Background: an optimization exercise with open tools, aiming at small area, a short achievable clock period and few clock cycles. Do not read the settings as production practice.
The RTL was checked by simulation tests, not by an equivalence proof against the original design.

==> run a: inputs <==
## contact_manifold_slot_replacer
module contact_manifold_slot_replacer #(
   parameter int COORD_BITS = cmsr_pkg::COORD_BITS_DEF
) (
   input  logic clock,
   input  logic reset,
   input  logic req_tvalid,
   output logic req_tready,
   input  logic [((cmsr_pkg::DEPTH_BITS + 3*COORD_BITS + 2 + 7) / 8) * 8 - 1:0] req_tdata,
   input  logic [cmsr_pkg::MODE_BITS-1:0] req_tuser,
   output logic rsp_tvalid,
   input  logic rsp_tready,
   output logic [cmsr_pkg::RSP_BITS-1:0] rsp_tdata
);
make LEC_CHECK=0 CAP_MARGIN=20 CORE_MARGIN=2 CORE_UTILIZATION=40 SLEW_MARGIN=20 finish   # period 12.0 ns
run.sh (not shown) runs the stock make flow with config.mk's settings and CLKGATE_MAP_FILE= SYNTH_SCRIPT=/design/flow/synth_recipe.tcl, a recipe that flattens the netlist after the stock synthesis.
==> run b: changes against run a <==
--- a/flow/design.v
+++ b/flow/design.v
@@ -2906,35 +2906,38 @@
    input  logic rsp_tready,
    output logic [cmsr_pkg::RSP_BITS-1:0] rsp_tdata
 );
    localparam int CW   = COORD_BITS;
    localparam int DW   = CW + 1;             
    localparam int XW   = 2 * DW + 1;         
-   localparam int QW   = 2 * XW - 2;         
+   localparam int QW   = 2 * XW - 4;         
    localparam int TW   = QW + 2;             
    localparam int X_LO = DEPTH_BITS;
    localparam int Y_LO = DEPTH_BITS + CW;
    localparam int Z_LO = DEPTH_BITS + 2 * CW;
    localparam int R_LO = DEPTH_BITS + 3 * CW;
    logic signed [DEPTH_BITS-1:0] sd [SLOTS];
    logic signed [CW-1:0]         sp [SLOTS][3];
    logic [COUNT_BITS-1:0]        count_ff;
-   logic                         x_valid, x_started, x_computed;
+   logic                         x_valid, x_fullr, x_computed;
    logic [MODE_BITS-1:0]         x_mode;
    logic signed [DEPTH_BITS-1:0] x_depth;
    logic signed [CW-1:0]         x_pt [3];
    logic [SLOT_BITS-1:0]         x_rslot, x_pick;
    logic                         r_valid;
    logic [SLOT_BITS-1:0]         r_written;
    logic [1:0]                   f_cnt;
    logic [RSP_BITS-1:0]          f_data0, f_data1;
    logic                         prot_valid;
    logic [SLOT_BITS-1:0]         prot_slot;
-   logic                         uv_valid;
-   logic [SLOT_BITS-1:0]         q_s;
-   logic [1:0]                   q_t;
+   logic                         sq_go, sq_first;
+   logic [SLOT_BITS-1:0]         sq_s;
+   logic [1:0]                   sq_t;
+   logic [SLOTS-1:0]             sel_i, sel_j, sel_k;
+   logic                         uv_valid, uv_last;
+   logic [SLOT_BITS-1:0]         uv_s;
    logic signed [DW-1:0]         u [3];
    logic signed [DW-1:0]         v [3];
    logic                         k_valid, k_final;
    logic [SLOT_BITS-1:0]         k_s;
    logic [XW-1:0]                k0_ff [3];
    logic [XW-1:0]                k1_ff [3];
@@ -2956,75 +2959,103 @@
       deep_a = (count_ff > 3'd1 && sd[1] > sd[0]) ? 2'd1 : 2'd0;
       if (count_ff > 3'd3 && sd[3] > sd[2]) deep_b = 2'd3;
       else                                  deep_b = 2'd2;
       deep_b_ok = (count_ff > 3'd2);
       deep = (deep_b_ok && sd[deep_b] > sd[deep_a]) ? deep_b : deep_a;
    end
-   logic x_full, x_first, x_final, x_done, r_push, pop, r_free, r_free_safe, accept, x_fire;
+   logic x_full, x_final, x_done, r_push, pop, r_free_safe, accept, x_fire, acc_full;
    logic [SLOT_BITS-1:0] wslot, last_slot;
-   logic [TW-1:0] t_sum0, t_sum1;
-   logic t_better;
-   assign x_full      = x_valid && (x_mode == MODE_ADD) && (count_ff == COUNT_BITS'(SLOTS));
-   assign x_first     = x_full && !x_started;
+   logic [COUNT_BITS-1:0] count_x, count_acc;
+   logic t_better, rm_ok;
+   assign x_full      = x_valid && x_fullr;
    assign x_final     = g_valid && g_final;
    assign x_done      = x_valid && (!x_full || x_final || x_computed);
    assign pop         = (f_cnt != 2'd0) && rsp_tready;
    assign r_push      = r_valid && ((f_cnt != 2'd2) || pop);
-   assign r_free      = !r_valid || r_push;
    assign r_free_safe = !r_valid || (f_cnt != 2'd2);
-   assign x_fire      = x_done && r_free;
-   assign req_tready  = !x_valid || (x_done && r_free_safe);
+   assign x_fire      = x_done && r_free_safe;
+   assign req_tready  = !x_valid || x_fire;
    assign accept      = req_tvalid && req_tready;
    assign last_slot   = SLOT_BITS'(count_ff - COUNT_BITS'(1));
+   assign rm_ok       = (COUNT_BITS'(x_rslot) < count_ff);
+   always_comb begin
+      count_x = count_ff;
+      case (x_mode)
+         MODE_ADD:    if (!x_fullr) count_x = count_ff + COUNT_BITS'(1);
+         MODE_REMOVE: if (rm_ok) count_x = count_ff - COUNT_BITS'(1);
+         MODE_CLEAR:  count_x = '0;
+         default: ;
+      endcase
+      count_acc = x_valid ? count_x : count_ff;
+   end
+   assign acc_full = accept && (req_tuser == MODE_ADD) && (count_acc == COUNT_BITS'(SLOTS));
    assign t_better = g_valid && (t_ff > best_ff);
    assign wslot    = x_computed ? x_pick : (t_better ? g_s : pick_ff);
-   logic                 cur_prot, n_exists;
+   logic                 n_exists, n_go, prot0;
    logic [SLOT_BITS-1:0] n_s, s1;
    logic [1:0]           n_t;
-   logic [SLOT_BITS-1:0] o0, o1, o2, ti, tj, tk;
-   logic signed [DW-1:0] nu [3];
-   logic signed [DW-1:0] nv [3];
-   assign cur_prot = uv_valid && prot_valid && (q_s == prot_slot);
+   logic deeper_any;
+   assign deeper_any = (sd[0] > x_depth) || (sd[1] > x_depth) || (sd[2] > x_depth) || (sd[3] > x_depth);
+   assign prot0 = (deep == 2'd0) && (sd[0] > x_depth);
    always_comb begin
-      n_s = '0;
-      n_t = '0;
       n_exists = 1'b1;
-      s1 = '0;
-      if (x_first) begin
-         n_s = '0;
+      s1 = sq_s + 2'd1;
+      if (sq_first) begin
+         n_s = prot0 ? 2'd1 : 2'd0;
+         n_t = prot0 ? 2'd0 : 2'd1;
+      end else if (sq_t != 2'd2) begin
+         n_s = sq_s;
+         n_t = sq_t + 2'd1;
+      end else if (prot_valid && s1 == prot_slot) begin
+         n_exists = (sq_s < 2'd2);
+         n_s = sq_s + 2'd2;
          n_t = '0;
-      end else if (!cur_prot && q_t != 2'd2) begin
-         n_s = q_s;
-         n_t = q_t + 2'd1;
       end else begin
-         s1 = q_s + 2'd1;
-         if (prot_valid && s1 == prot_slot) begin
-            n_exists = (q_s < 2'd2);
-            n_s = q_s + 2'd2;
-         end else begin
-            n_exists = (q_s != 2'd3);
-            n_s = s1;
-         end
+         n_exists = (sq_s != 2'd3);
+         n_s = s1;
+         n_t = '0;
       end
-      o0 = (n_s == 2'd0) ? 2'd1 : 2'd0;
-      o1 = (n_s <= 2'd1) ? 2'd2 : 2'd1;
-      o2 = (n_s <= 2'd2) ? 2'd3 : 2'd2;
-      case (n_t)
+   end
+   function automatic logic [3*SLOTS-1:0] term_sel(input logic [SLOT_BITS-1:0] s, input logic [1:0] t);
+      logic [SLOT_BITS-1:0] o0, o1, o2, ti, tj, tk;
+      logic [SLOTS-1:0]     hi, hj, hk;
+      o0 = (s == 2'd0) ? 2'd1 : 2'd0;
+      o1 = (s <= 2'd1) ? 2'd2 : 2'd1;
+      o2 = (s <= 2'd2) ? 2'd3 : 2'd2;
+      case (t)
          2'd0:    begin ti = o0; tj = o1; tk = o2; end
          2'd1:    begin ti = o1; tj = o0; tk = o2; end
          default: begin ti = o2; tj = o0; tk = o1; end
       endcase
+      hi = 4'b0001 << ti;
+      hj = 4'b0001 << tj;
+      hk = 4'b0001 << tk;
+      term_sel = {hi, hj, hk};
+   endfunction
+   logic [3*SLOTS-1:0] n_sel;
+   assign n_sel = sq_go ? term_sel(n_s, n_t) : term_sel(2'd0, 2'd0);
+   logic signed [CW-1:0] pi [3];
+   logic signed [CW-1:0] pj [3];
+   logic signed [CW-1:0] pk [3];
+   always_comb begin
       for (int k = 0; k < 3; k++) begin
-         nu[k] = DW'(x_pt[k]) - DW'(sp[ti][k]);
-         nv[k] = DW'(sp[tj][k]) - DW'(sp[tk][k]);
+         pi[k] = '0;
+         pj[k] = '0;
+         pk[k] = '0;
+         for (int n = 0; n < SLOTS; n++) begin
+            pi[k] = pi[k] | (sp[n][k] & {CW{sel_i[n]}});
+            pj[k] = pj[k] | (sp[n][k] & {CW{sel_j[n]}});
+            pk[k] = pk[k] | (sp[n][k] & {CW{sel_k[n]}});
+         end
       end
    end
    logic [XW-1:0] xc0 [3];
    logic [XW-1:0] xc1 [3];
    logic [QW-1:0] sq0 [3];
    logic [QW-1:0] sq1 [3];
+   logic [TW-1:0] t_sum0, t_sum1;
    for (genvar k = 0; k < 3; k++) begin : g_comp
       cmsr_mul u_mul (
          .a (u[(k+1)%3]), .b (v[(k+2)%3]), .c (u[(k+2)%3]), .d (v[(k+1)%3]),
          .y0 (xc0[k]), .y1 (xc1[k])
       );
       cmsr_area u_sq (
@@ -3033,69 +3064,74 @@
    end
    cmsr_sum u_sum (
       .r0 (h0_ff[0]), .r1 (h1_ff[0]), .r2 (h0_ff[1]), .r3 (h1_ff[1]), .r4 (h0_ff[2]), .r5 (h1_ff[2]),
       .t0 (t_sum0), .t1 (t_sum1)
    );
    always_ff @(posedge clock) begin
-      if (x_first || uv_valid) begin
-         q_s <= n_s;
-         q_t <= n_t;
+      sq_s <= sq_go ? n_s : 2'd0;
+      sq_t <= sq_go ? n_t : 2'd0;
+      {sel_i, sel_j, sel_k} <= n_sel;
+      sq_first <= acc_full;
+      if (sq_first) begin
+         best_ff    <= '0;
+         pick_ff    <= '0;
+         prot_valid <= deeper_any;
+         prot_slot  <= deep;
+      end else if (t_better) begin
+         best_ff <= t_ff;
+         pick_ff <= g_s;
+      end
+      if (sq_go) begin
+         uv_s    <= sq_s;
+         uv_last <= !n_exists;
          for (int k = 0; k < 3; k++) begin
-            u[k] <= nu[k];
-            v[k] <= nv[k];
+            u[k] <= DW'(x_pt[k]) - DW'(pi[k]);
+            v[k] <= DW'(pj[k]) - DW'(pk[k]);
          end
       end
       for (int k = 0; k < 3; k++) begin
          k0_ff[k] <= xc0[k];
          k1_ff[k] <= xc1[k];
          c_ff[k]  <= k0_ff[k] + k1_ff[k];
          h0_ff[k] <= sq0[k];
          h1_ff[k] <= sq1[k];
       end
       t_ff    <= t_sum0 + t_sum1;
-      k_final <= !n_exists;
-      k_s     <= q_s;
+      k_final <= uv_last;
+      k_s     <= uv_s;
       c_final <= k_final;
       c_s     <= k_s;
       h_final <= c_final;
       h_s     <= c_s;
       g_final <= h_final;
       g_s     <= h_s;
-      if (x_first) begin
-         best_ff <= '0;
-         pick_ff <= '0;
-         prot_valid <= (sd[deep] > x_depth);
-         prot_slot  <= deep;
-      end else if (t_better) begin
-         best_ff <= t_ff;
-         pick_ff <= g_s;
-      end
       if (x_final) x_pick <= wslot;
       if (accept) begin
          x_mode  <= req_tuser;
+         x_fullr <= acc_full;
          x_depth <= req_tdata[DEPTH_BITS-1:0];
          x_pt[0] <= req_tdata[X_LO +: CW];
          x_pt[1] <= req_tdata[Y_LO +: CW];
          x_pt[2] <= req_tdata[Z_LO +: CW];
          x_rslot <= req_tdata[R_LO +: SLOT_BITS];
       end
       if (x_fire) begin
          case (x_mode)
             MODE_ADD: begin
-               if (x_full) begin
+               if (x_fullr) begin
                   sd[wslot] <= x_depth;
                   for (int k = 0; k < 3; k++) sp[wslot][k] <= x_pt[k];
                   r_written <= wslot;
                end else begin
                   sd[SLOT_BITS'(count_ff)] <= x_depth;
                   for (int k = 0; k < 3; k++) sp[SLOT_BITS'(count_ff)][k] <= x_pt[k];
                   r_written <= SLOT_BITS'(count_ff);
                end
             end
             MODE_REMOVE: begin
-               if (COUNT_BITS'(x_rslot) < count_ff) begin
+               if (rm_ok) begin
                   sd[x_rslot] <= sd[last_slot];
                   for (int k = 0; k < 3; k++) sp[x_rslot][k] <= sp[last_slot][k];
                end
                r_written <= '0;
             end
             default: r_written <= '0;
@@ -3106,37 +3142,30 @@
          else                                        f_data1 <= {(count_ff == '0), deep, count_ff, r_written};
       end
       if (pop && f_cnt == 2'd2) f_data0 <= f_data1;
       if (reset) begin
          count_ff   <= '0;
          x_valid    <= 1'b0;
-         x_started  <= 1'b0;
          x_computed <= 1'b0;
          r_valid    <= 1'b0;
          f_cnt      <= '0;
+         sq_go      <= 1'b0;
          uv_valid   <= 1'b0;
          k_valid    <= 1'b0;
          c_valid    <= 1'b0;
          h_valid    <= 1'b0;
          g_valid    <= 1'b0;
       end else begin
-         if (x_fire) begin
-            case (x_mode)
-               MODE_ADD:    if (!x_full) count_ff <= count_ff + COUNT_BITS'(1);
-               MODE_REMOVE: if (COUNT_BITS'(x_rslot) < count_ff) count_ff <= count_ff - COUNT_BITS'(1);
-               MODE_CLEAR:  count_ff <= '0;
-               default: ;
-            endcase
-         end
+         if (x_fire) count_ff <= count_x;
          x_valid    <= accept || (x_valid && !x_fire);
-         x_started  <= x_valid && !x_fire && (x_started || x_first);
          x_computed <= x_valid && !x_fire && (x_computed || x_final);
          r_valid    <= x_fire || (r_valid && !r_push);
          f_cnt      <= f_cnt + 2'(r_push) - 2'(pop);
-         if (x_first || uv_valid) uv_valid <= n_exists;
-         k_valid    <= uv_valid && !cur_prot;
+         sq_go      <= acc_full || (sq_go && n_exists);
+         uv_valid   <= sq_go;
+         k_valid    <= uv_valid && !(prot_valid && uv_s == prot_slot);
          c_valid    <= k_valid;
          h_valid    <= c_valid;
          g_valid    <= h_valid;
       end
    end
    assign rsp_tvalid = (f_cnt != 2'd0);
--- a/flow/config.mk
+++ b/flow/config.mk
@@ -5,7 +5,8 @@
 export SDC_FILE = /design/flow/constraint.sdc
 export NUM_CORES = 4
 export LEC_CHECK = 0
 export CAP_MARGIN = 20
 export CORE_MARGIN = 2
 export CORE_UTILIZATION = 40
+export SETUP_SLACK_MARGIN = 5
 export SLEW_MARGIN = 20
==> summary of the runs <==
Run a finished with timing, DRC and antenna clean. Run b produced a clean layout. Of run a and run b, run a has the higher wire length (gap about 0.4%, measured against run b). Count of clock-buffer cells in the layout: run b is higher than run a (12). In run b the cell count is smaller than in run a, by about 0.28%. Of run a and run b, run a has the higher critical path depth (gap 6).
==> figures <==
|  | run b | run a |
|---|---|---|
| Result of the run | complete, no violations | complete, no violations |
| Utilization of the core after routing | 43.3% | 42.8% |
| Mux cell area share after synthesis | 3.37% | 7.36% |
| Initial core utilization | 40.2% | 40.1% |
| Vias per Instance | 5.68 | 5.60 |
| Number of setup buffers added after CTS | 9 | 0 |
| Mean cell area of the mapped netlist | 9.10 um2 | 9.08 um2 |
| Complex-gate fraction of the synthesized area | 10.6% | 8.78% |
Testbench counts of run a, summed over its fixed seeds: cycles 17,361.
Testbench counts of run b, summed over its fixed seeds: cycles 17,361.

========
==> 08-13 <==
==> flow/design.v <==
package cmsr_pkg;
   localparam int COORD_BITS_DEF = 16;
   localparam int SLOTS          = 4;
   localparam int SLOT_BITS      = 2;
   localparam int DEPTH_BITS     = 16;
   localparam int COUNT_BITS     = 3;
   localparam int MODE_BITS      = 2;
   localparam int RSP_BITS       = 8;
   localparam logic [MODE_BITS-1:0] MODE_ADD    = 2'd0;
   localparam logic [MODE_BITS-1:0] MODE_REMOVE = 2'd1;
   localparam logic [MODE_BITS-1:0] MODE_CLEAR  = 2'd2;
endpackage
module cmsr_mul #(
   parameter int WIDTH = 17
) (
   input  logic signed [WIDTH-1:0]   a,
   input  logic signed [WIDTH-1:0]   b,
   input  logic signed [WIDTH-1:0]   c,
   input  logic signed [WIDTH-1:0]   d,
   output logic signed [2*WIDTH:0]   y
);
   assign y = (2*WIDTH+1)'(a * b) - (2*WIDTH+1)'(c * d);
endmodule
module cmsr_area #(
   parameter int W = 34                
) (
   input  logic signed [W-1:0]   x,
   output logic [2*W-3:0]        sq
);
   localparam int M  = W - 1;          
   localparam int OW = 2 * W - 2;
   logic            s;
   logic [M-1:0]    y;
   logic [OW-1:0]   acc;
   assign s = x[W-1];
   assign y = x[M-1:0] ^ {M{s}};
   always_comb begin
      acc = '0;
      for (int i = 0; i < M; i++) begin
         acc = acc + (OW'(y[i]) << (2 * i));
         for (int j = i + 1; j < M; j++) begin
            acc = acc + (OW'(y[i] & y[j]) << (i + j + 1));
         end
      end
      acc = acc + ((OW'(y) << 1) & {OW{s}}) + OW'(s);
   end
   assign sq = acc;
endmodule
import cmsr_pkg::*;
module contact_manifold_slot_replacer #(
   parameter int COORD_BITS = cmsr_pkg::COORD_BITS_DEF
) (
   input  logic clock,
   input  logic reset,
   input  logic req_tvalid,
   output logic req_tready,
   input  logic [((cmsr_pkg::DEPTH_BITS + 3*COORD_BITS + 2 + 7) / 8) * 8 - 1:0] req_tdata,
   input  logic [cmsr_pkg::MODE_BITS-1:0] req_tuser,
   output logic rsp_tvalid,
   input  logic rsp_tready,
   output logic [cmsr_pkg::RSP_BITS-1:0] rsp_tdata
);
   localparam int CW   = COORD_BITS;
   localparam int DW   = CW + 1;             
   localparam int XW   = 2 * DW + 1;         
   localparam int QW   = 2 * XW - 2;         
   localparam int TW   = QW + 2;             
   localparam int X_LO = DEPTH_BITS;
   localparam int Y_LO = DEPTH_BITS + CW;
   localparam int Z_LO = DEPTH_BITS + 2 * CW;
   localparam int R_LO = DEPTH_BITS + 3 * CW;
   logic signed [DEPTH_BITS-1:0] sd [SLOTS];
   logic signed [CW-1:0]         sp [SLOTS][3];
   logic [COUNT_BITS-1:0]        count_ff;
   logic                         x_valid, x_started, x_computed;
   logic [MODE_BITS-1:0]         x_mode;
   logic signed [DEPTH_BITS-1:0] x_depth;
   logic signed [CW-1:0]         x_pt [3];
   logic [SLOT_BITS-1:0]         x_rslot, x_pick;
   logic                         r_valid;
   logic [SLOT_BITS-1:0]         r_written;
   logic [1:0]                   f_cnt;
   logic [RSP_BITS-1:0]          f_data0, f_data1;
   logic                         prot_valid;
   logic [SLOT_BITS-1:0]         prot_slot;
   logic                         uv_valid;
   logic [SLOT_BITS-1:0]         q_s;
   logic [1:0]                   q_t;
   logic signed [DW-1:0]         u [3];
   logic signed [DW-1:0]         v [3];
   logic                         c_valid, c_final;
   logic [SLOT_BITS-1:0]         c_s;
   logic signed [XW-1:0]         c_ff [3];
   logic                         g_valid, g_final;
   logic [SLOT_BITS-1:0]         g_s;
   logic [QW-1:0]                g_ff [3];
   logic [TW-1:0]                best_ff;
   logic [SLOT_BITS-1:0]         pick_ff;
   logic [SLOT_BITS-1:0]         deep_a, deep_b, deep;
   logic                         deep_b_ok;
   always_comb begin
      deep_a = (count_ff > 3'd1 && sd[1] > sd[0]) ? 2'd1 : 2'd0;
      if (count_ff > 3'd3 && sd[3] > sd[2]) deep_b = 2'd3;
      else                                  deep_b = 2'd2;
      deep_b_ok = (count_ff > 3'd2);
      deep = (deep_b_ok && sd[deep_b] > sd[deep_a]) ? deep_b : deep_a;
   end
   logic x_full, x_first, x_final, x_done, r_push, pop, r_free, r_free_safe, accept, x_fire;
   logic [SLOT_BITS-1:0] wslot, last_slot;
   logic [TW-1:0] t_sum;
   logic t_better;
   assign x_full      = x_valid && (x_mode == MODE_ADD) && (count_ff == COUNT_BITS'(SLOTS));
   assign x_first     = x_full && !x_started;
   assign x_final     = g_valid && g_final;
   assign x_done      = x_valid && (!x_full || x_final || x_computed);
   assign pop         = (f_cnt != 2'd0) && rsp_tready;
   assign r_push      = r_valid && ((f_cnt != 2'd2) || pop);
   assign r_free      = !r_valid || r_push;
   assign r_free_safe = !r_valid || (f_cnt != 2'd2);
   assign x_fire      = x_done && r_free;
   assign req_tready  = !x_valid || (x_done && r_free_safe);
   assign accept      = req_tvalid && req_tready;
   assign last_slot   = SLOT_BITS'(count_ff - COUNT_BITS'(1));
   assign t_sum    = TW'(g_ff[0]) + TW'(g_ff[1]) + TW'(g_ff[2]);
   assign t_better = g_valid && (t_sum > best_ff);
   assign wslot    = x_computed ? x_pick : (t_better ? g_s : pick_ff);
   logic                 cur_prot, n_exists;
   logic [SLOT_BITS-1:0] n_s, s1;
   logic [1:0]           n_t;
   logic [SLOT_BITS-1:0] o0, o1, o2, ti, tj, tk;
   logic signed [DW-1:0] nu [3];
   logic signed [DW-1:0] nv [3];
   assign cur_prot = uv_valid && prot_valid && (q_s == prot_slot);
   always_comb begin
      n_s = '0;
      n_t = '0;
      n_exists = 1'b1;
      s1 = '0;
      if (x_first) begin
         n_s = '0;
         n_t = '0;
      end else if (!cur_prot && q_t != 2'd2) begin
         n_s = q_s;
         n_t = q_t + 2'd1;
      end else begin
         s1 = q_s + 2'd1;
         if (prot_valid && s1 == prot_slot) begin
            n_exists = (q_s < 2'd2);
            n_s = q_s + 2'd2;
         end else begin
            n_exists = (q_s != 2'd3);
            n_s = s1;
         end
      end
      o0 = (n_s == 2'd0) ? 2'd1 : 2'd0;
      o1 = (n_s <= 2'd1) ? 2'd2 : 2'd1;
      o2 = (n_s <= 2'd2) ? 2'd3 : 2'd2;
      case (n_t)
         2'd0:    begin ti = o0; tj = o1; tk = o2; end
         2'd1:    begin ti = o1; tj = o0; tk = o2; end
         default: begin ti = o2; tj = o0; tk = o1; end
      endcase
      for (int k = 0; k < 3; k++) begin
         nu[k] = DW'(x_pt[k]) - DW'(sp[ti][k]);
         nv[k] = DW'(sp[tj][k]) - DW'(sp[tk][k]);
      end
   end
   logic signed [XW-1:0] xcomp [3];
   logic [QW-1:0]        sq [3];
   for (genvar k = 0; k < 3; k++) begin : g_comp
      cmsr_mul #(.WIDTH(DW)) u_mul (
         .a (u[(k+1)%3]), .b (v[(k+2)%3]), .c (u[(k+2)%3]), .d (v[(k+1)%3]), .y (xcomp[k])
      );
      cmsr_area #(.W(XW)) u_sq (
         .x (c_ff[k]), .sq (sq[k])
      );
   end
   always_ff @(posedge clock) begin
      if (x_first || uv_valid) begin
         q_s <= n_s;
         q_t <= n_t;
         for (int k = 0; k < 3; k++) begin
            u[k] <= nu[k];
            v[k] <= nv[k];
         end
      end
      for (int k = 0; k < 3; k++) begin
         c_ff[k] <= xcomp[k];
         g_ff[k] <= sq[k];
      end
      c_final <= !n_exists;
      c_s     <= q_s;
      g_final <= c_final;
      g_s     <= c_s;
      if (x_first) begin
         best_ff <= '0;
         pick_ff <= '0;
         prot_valid <= (sd[deep] > x_depth);
         prot_slot  <= deep;
      end else if (t_better) begin
         best_ff <= t_sum;
         pick_ff <= g_s;
      end
      if (x_final) x_pick <= wslot;
      if (accept) begin
         x_mode  <= req_tuser;
         x_depth <= req_tdata[DEPTH_BITS-1:0];
         x_pt[0] <= req_tdata[X_LO +: CW];
         x_pt[1] <= req_tdata[Y_LO +: CW];
         x_pt[2] <= req_tdata[Z_LO +: CW];
         x_rslot <= req_tdata[R_LO +: SLOT_BITS];
      end
      if (x_fire) begin
         case (x_mode)
            MODE_ADD: begin
               if (x_full) begin
                  sd[wslot] <= x_depth;
                  for (int k = 0; k < 3; k++) sp[wslot][k] <= x_pt[k];
                  r_written <= wslot;
               end else begin
                  sd[SLOT_BITS'(count_ff)] <= x_depth;
                  for (int k = 0; k < 3; k++) sp[SLOT_BITS'(count_ff)][k] <= x_pt[k];
                  r_written <= SLOT_BITS'(count_ff);
               end
            end
            MODE_REMOVE: begin
               if (COUNT_BITS'(x_rslot) < count_ff) begin
                  sd[x_rslot] <= sd[last_slot];
                  for (int k = 0; k < 3; k++) sp[x_rslot][k] <= sp[last_slot][k];
               end
               r_written <= '0;
            end
            default: r_written <= '0;
         endcase
      end
      if (r_push) begin
         if (f_cnt == 2'd0 || (f_cnt == 2'd1 && pop)) f_data0 <= {(count_ff == '0), deep, count_ff, r_written};
         else                                        f_data1 <= {(count_ff == '0), deep, count_ff, r_written};
      end
      if (pop && f_cnt == 2'd2) f_data0 <= f_data1;
      if (reset) begin
         count_ff   <= '0;
         x_valid    <= 1'b0;
         x_started  <= 1'b0;
         x_computed <= 1'b0;
         r_valid    <= 1'b0;
         f_cnt      <= '0;
         uv_valid   <= 1'b0;
         c_valid    <= 1'b0;
         g_valid    <= 1'b0;
      end else begin
         if (x_fire) begin
            case (x_mode)
               MODE_ADD:    if (!x_full) count_ff <= count_ff + COUNT_BITS'(1);
               MODE_REMOVE: if (COUNT_BITS'(x_rslot) < count_ff) count_ff <= count_ff - COUNT_BITS'(1);
               MODE_CLEAR:  count_ff <= '0;
               default: ;
            endcase
         end
         x_valid    <= accept || (x_valid && !x_fire);
         x_started  <= x_valid && !x_fire && (x_started || x_first);
         x_computed <= x_valid && !x_fire && (x_computed || x_final);
         r_valid    <= x_fire || (r_valid && !r_push);
         f_cnt      <= f_cnt + 2'(r_push) - 2'(pop);
         if (x_first || uv_valid) uv_valid <= n_exists;
         c_valid    <= uv_valid && !cur_prot;
         g_valid    <= c_valid;
      end
   end
   assign rsp_tvalid = (f_cnt != 2'd0);
   assign rsp_tdata  = f_data0;
endmodule
==> flow/run.sh <==
#!/bin/bash
# synth_recipe.tcl (not shown) runs the flow's synth.tcl, then flattens the netlist and writes it again
# the make line also repeats each setting of config.mk as NAME=value (left out here)
make -C /OpenROAD-flow-scripts/flow DESIGN_CONFIG=/design/flow/config.mk WORK_HOME=/design/flow/orfs CLKGATE_MAP_FILE= SYNTH_SCRIPT=/design/flow/synth_recipe.tcl finish
==> flow/config.mk <==
export PLATFORM = sky130hd
export DESIGN_NAME = contact_manifold_slot_replacer
export DESIGN_NICKNAME = contact_manifold_slot_replacer
export VERILOG_FILES = /design/flow/design.v
export SDC_FILE = /design/flow/constraint.sdc
export NUM_CORES = 4
export LEC_CHECK = 0
export CAP_MARGIN = 20
export CORE_MARGIN = 2
export CORE_UTILIZATION = 40
export SLEW_MARGIN = 20
==> flow/constraint.sdc <==
create_clock -name core_clock -period 12.0 [get_ports {clock}]
set_input_delay 2.4000 -clock core_clock [delete_from_list [all_inputs] [get_ports {clock}]]
set_output_delay 2.4000 -clock core_clock [all_outputs]
set_load 0.01 [all_outputs]
==> 02-02: changes against 08-13 <==
--- a/flow/design.v
+++ b/flow/design.v
@@ -86,14 +86,14 @@
    logic                         uv_valid;
    logic [SLOT_BITS-1:0]         q_s;
-   logic [1:0]                   q_t;
+   logic [1:0]                   q_t, q_k;
    logic signed [DW-1:0]         u [3];
    logic signed [DW-1:0]         v [3];
-   logic                         c_valid, c_final;
+   logic                         c_valid, c_first, c_last, c_final;
    logic [SLOT_BITS-1:0]         c_s;
-   logic signed [XW-1:0]         c_ff [3];
-   logic                         g_valid, g_final;
+   logic signed [XW-1:0]         c_ff;
+   logic                         g_valid, g_first, g_last, g_final;
    logic [SLOT_BITS-1:0]         g_s;
-   logic [QW-1:0]                g_ff [3];
-   logic [TW-1:0]                best_ff;
+   logic [QW-1:0]                g_ff;
+   logic [TW-1:0]                acc_ff, best_ff;
    logic [SLOT_BITS-1:0]         pick_ff;
    logic [SLOT_BITS-1:0]         deep_a, deep_b, deep;
@@ -122,8 +122,8 @@
    assign accept      = req_tvalid && req_tready;
    assign last_slot   = SLOT_BITS'(count_ff - COUNT_BITS'(1));
-   assign t_sum    = TW'(g_ff[0]) + TW'(g_ff[1]) + TW'(g_ff[2]);
-   assign t_better = g_valid && (t_sum > best_ff);
+   assign t_sum    = (g_first ? TW'(0) : acc_ff) + TW'(g_ff);
+   assign t_better = g_valid && g_last && (t_sum > best_ff);
    assign wslot    = x_computed ? x_pick : (t_better ? g_s : pick_ff);
-   logic                 cur_prot, n_exists;
+   logic                 cur_prot, load_now, n_exists;
    logic [SLOT_BITS-1:0] n_s, s1;
    logic [1:0]           n_t;
@@ -132,4 +132,5 @@
    logic signed [DW-1:0] nv [3];
    assign cur_prot = uv_valid && prot_valid && (q_s == prot_slot);
+   assign load_now = x_first || (uv_valid && ((q_k == 2'd2) || cur_prot));
    always_comb begin
       n_s = '0;
@@ -166,31 +167,37 @@
       end
    end
-   logic signed [XW-1:0] xcomp [3];
-   logic [QW-1:0]        sq [3];
-   for (genvar k = 0; k < 3; k++) begin : g_comp
-      cmsr_mul #(.WIDTH(DW)) u_mul (
-         .a (u[(k+1)%3]), .b (v[(k+2)%3]), .c (u[(k+2)%3]), .d (v[(k+1)%3]), .y (xcomp[k])
-      );
-      cmsr_area #(.W(XW)) u_sq (
-         .x (c_ff[k]), .sq (sq[k])
-      );
-   end
+   logic signed [XW-1:0] xcomp;
+   logic [QW-1:0]        sq;
+   cmsr_mul #(.WIDTH(DW)) u_mul (
+      .a (u[1]), .b (v[2]), .c (u[2]), .d (v[1]), .y (xcomp)
+   );
+   cmsr_area #(.W(XW)) u_sq (
+      .x (c_ff), .sq (sq)
+   );
    always_ff @(posedge clock) begin
-      if (x_first || uv_valid) begin
+      if (load_now) begin
          q_s <= n_s;
          q_t <= n_t;
+         q_k <= '0;
          for (int k = 0; k < 3; k++) begin
             u[k] <= nu[k];
             v[k] <= nv[k];
          end
-      end
-      for (int k = 0; k < 3; k++) begin
-         c_ff[k] <= xcomp[k];
-         g_ff[k] <= sq[k];
-      end
-      c_final <= !n_exists;
+      end else if (uv_valid) begin
+         q_k <= q_k + 2'd1;
+         u[0] <= u[1]; u[1] <= u[2]; u[2] <= u[0];
+         v[0] <= v[1]; v[1] <= v[2]; v[2] <= v[0];
+      end
+      c_ff    <= xcomp;
+      c_first <= (q_k == 2'd0);
+      c_last  <= (q_k == 2'd2);
+      c_final <= (q_k == 2'd2) && !n_exists;
       c_s     <= q_s;
+      g_ff    <= sq;
+      g_first <= c_first;
+      g_last  <= c_last;
       g_final <= c_final;
       g_s     <= c_s;
+      if (g_valid) acc_ff <= t_sum;
       if (x_first) begin
          best_ff <= '0;
@@ -263,5 +270,5 @@
          r_valid    <= x_fire || (r_valid && !r_push);
          f_cnt      <= f_cnt + 2'(r_push) - 2'(pop);
-         if (x_first || uv_valid) uv_valid <= n_exists;
+         if (load_now) uv_valid <= n_exists;
          c_valid    <= uv_valid && !cur_prot;
          g_valid    <= c_valid;
==> out/qor.txt <==
status - no timing/DRC/antenna violations
detailed-route wire length - 310000 um
fraction of the mapped netlist area in compound gates - 0.103
flip-flop count of the largest register after layout - 192
count of flip-flops and latches - 721
sequential-to-total area share from yosys stat - 0.203
number of synthesized flops with an enable pin - 523
Via density - 5.76
CP bufs+invs - 5
Tapcells - 3185
[end of results for 02-02]
==> out/qor.txt <==
number of synthesized flops with an enable pin - 453
flip-flop count of the largest register after layout - 201
count of flip-flops and latches - 849
type of the worst min-delay path - register to register
fraction of the mapped netlist area in compound gates - 0.0911
Via density - 5.39
Tapcells - 6125
detailed-route wire length - 547000 um
sequential-to-total area share from yosys stat - 0.117
CP bufs+invs - 2
status - no timing/DRC/antenna violations
[end of results for 08-13]
Testbench counts of 08-13, summed over its fixed seeds: cycles 15,079.
Testbench counts of 02-02, summed over its fixed seeds: cycles 36,301.

[re-timing with driven ports]
Ports are ideal in the flow. The routed layouts listed here were re-timed in OpenROAD. Step 1 sets driving cells, clkbuf_16 on the clock port and buf_2 on the other inputs (assumed; they add their load-dependent delay and slew). Step 2 adds t to the input delays and takes it off the output delays; t is the mean of the earliest and latest rising clock arrival at the registers after step 1. Input paths then give back, and output paths get back, about the clock's delay inside the block. Three values: no drivers, after step 1, after step 2; two values: the first two.
| run | t (ns) | setup WS [ns] | latest minus earliest clock arrival (ns) | slew at the worst register clock pin (ns) | worst data-port slew with drivers (ns) |
|---|---|---|---|---|---|
| run a | 1.012 | 1.853 / 1.853 / 1.853 | 0.086 / 0.086 | 0.07 / 0.07 | 0.09 |
| run b | 1.022 | 5.284 / 5.284 / 5.284 | 0.134 / 0.133 | 0.07 / 0.07 | 0.10 |
| 08-13 | 0.962 | 1.305 / 1.305 / 1.305 | 0.108 / 0.107 | 0.08 / 0.08 | 0.13 |
| 02-02 | 0.833 | 1.178 / 1.178 / 1.178 | 0.073 / 0.073 | 0.07 / 0.07 | 0.08 |
After both steps setup and hold are still met in every run listed.
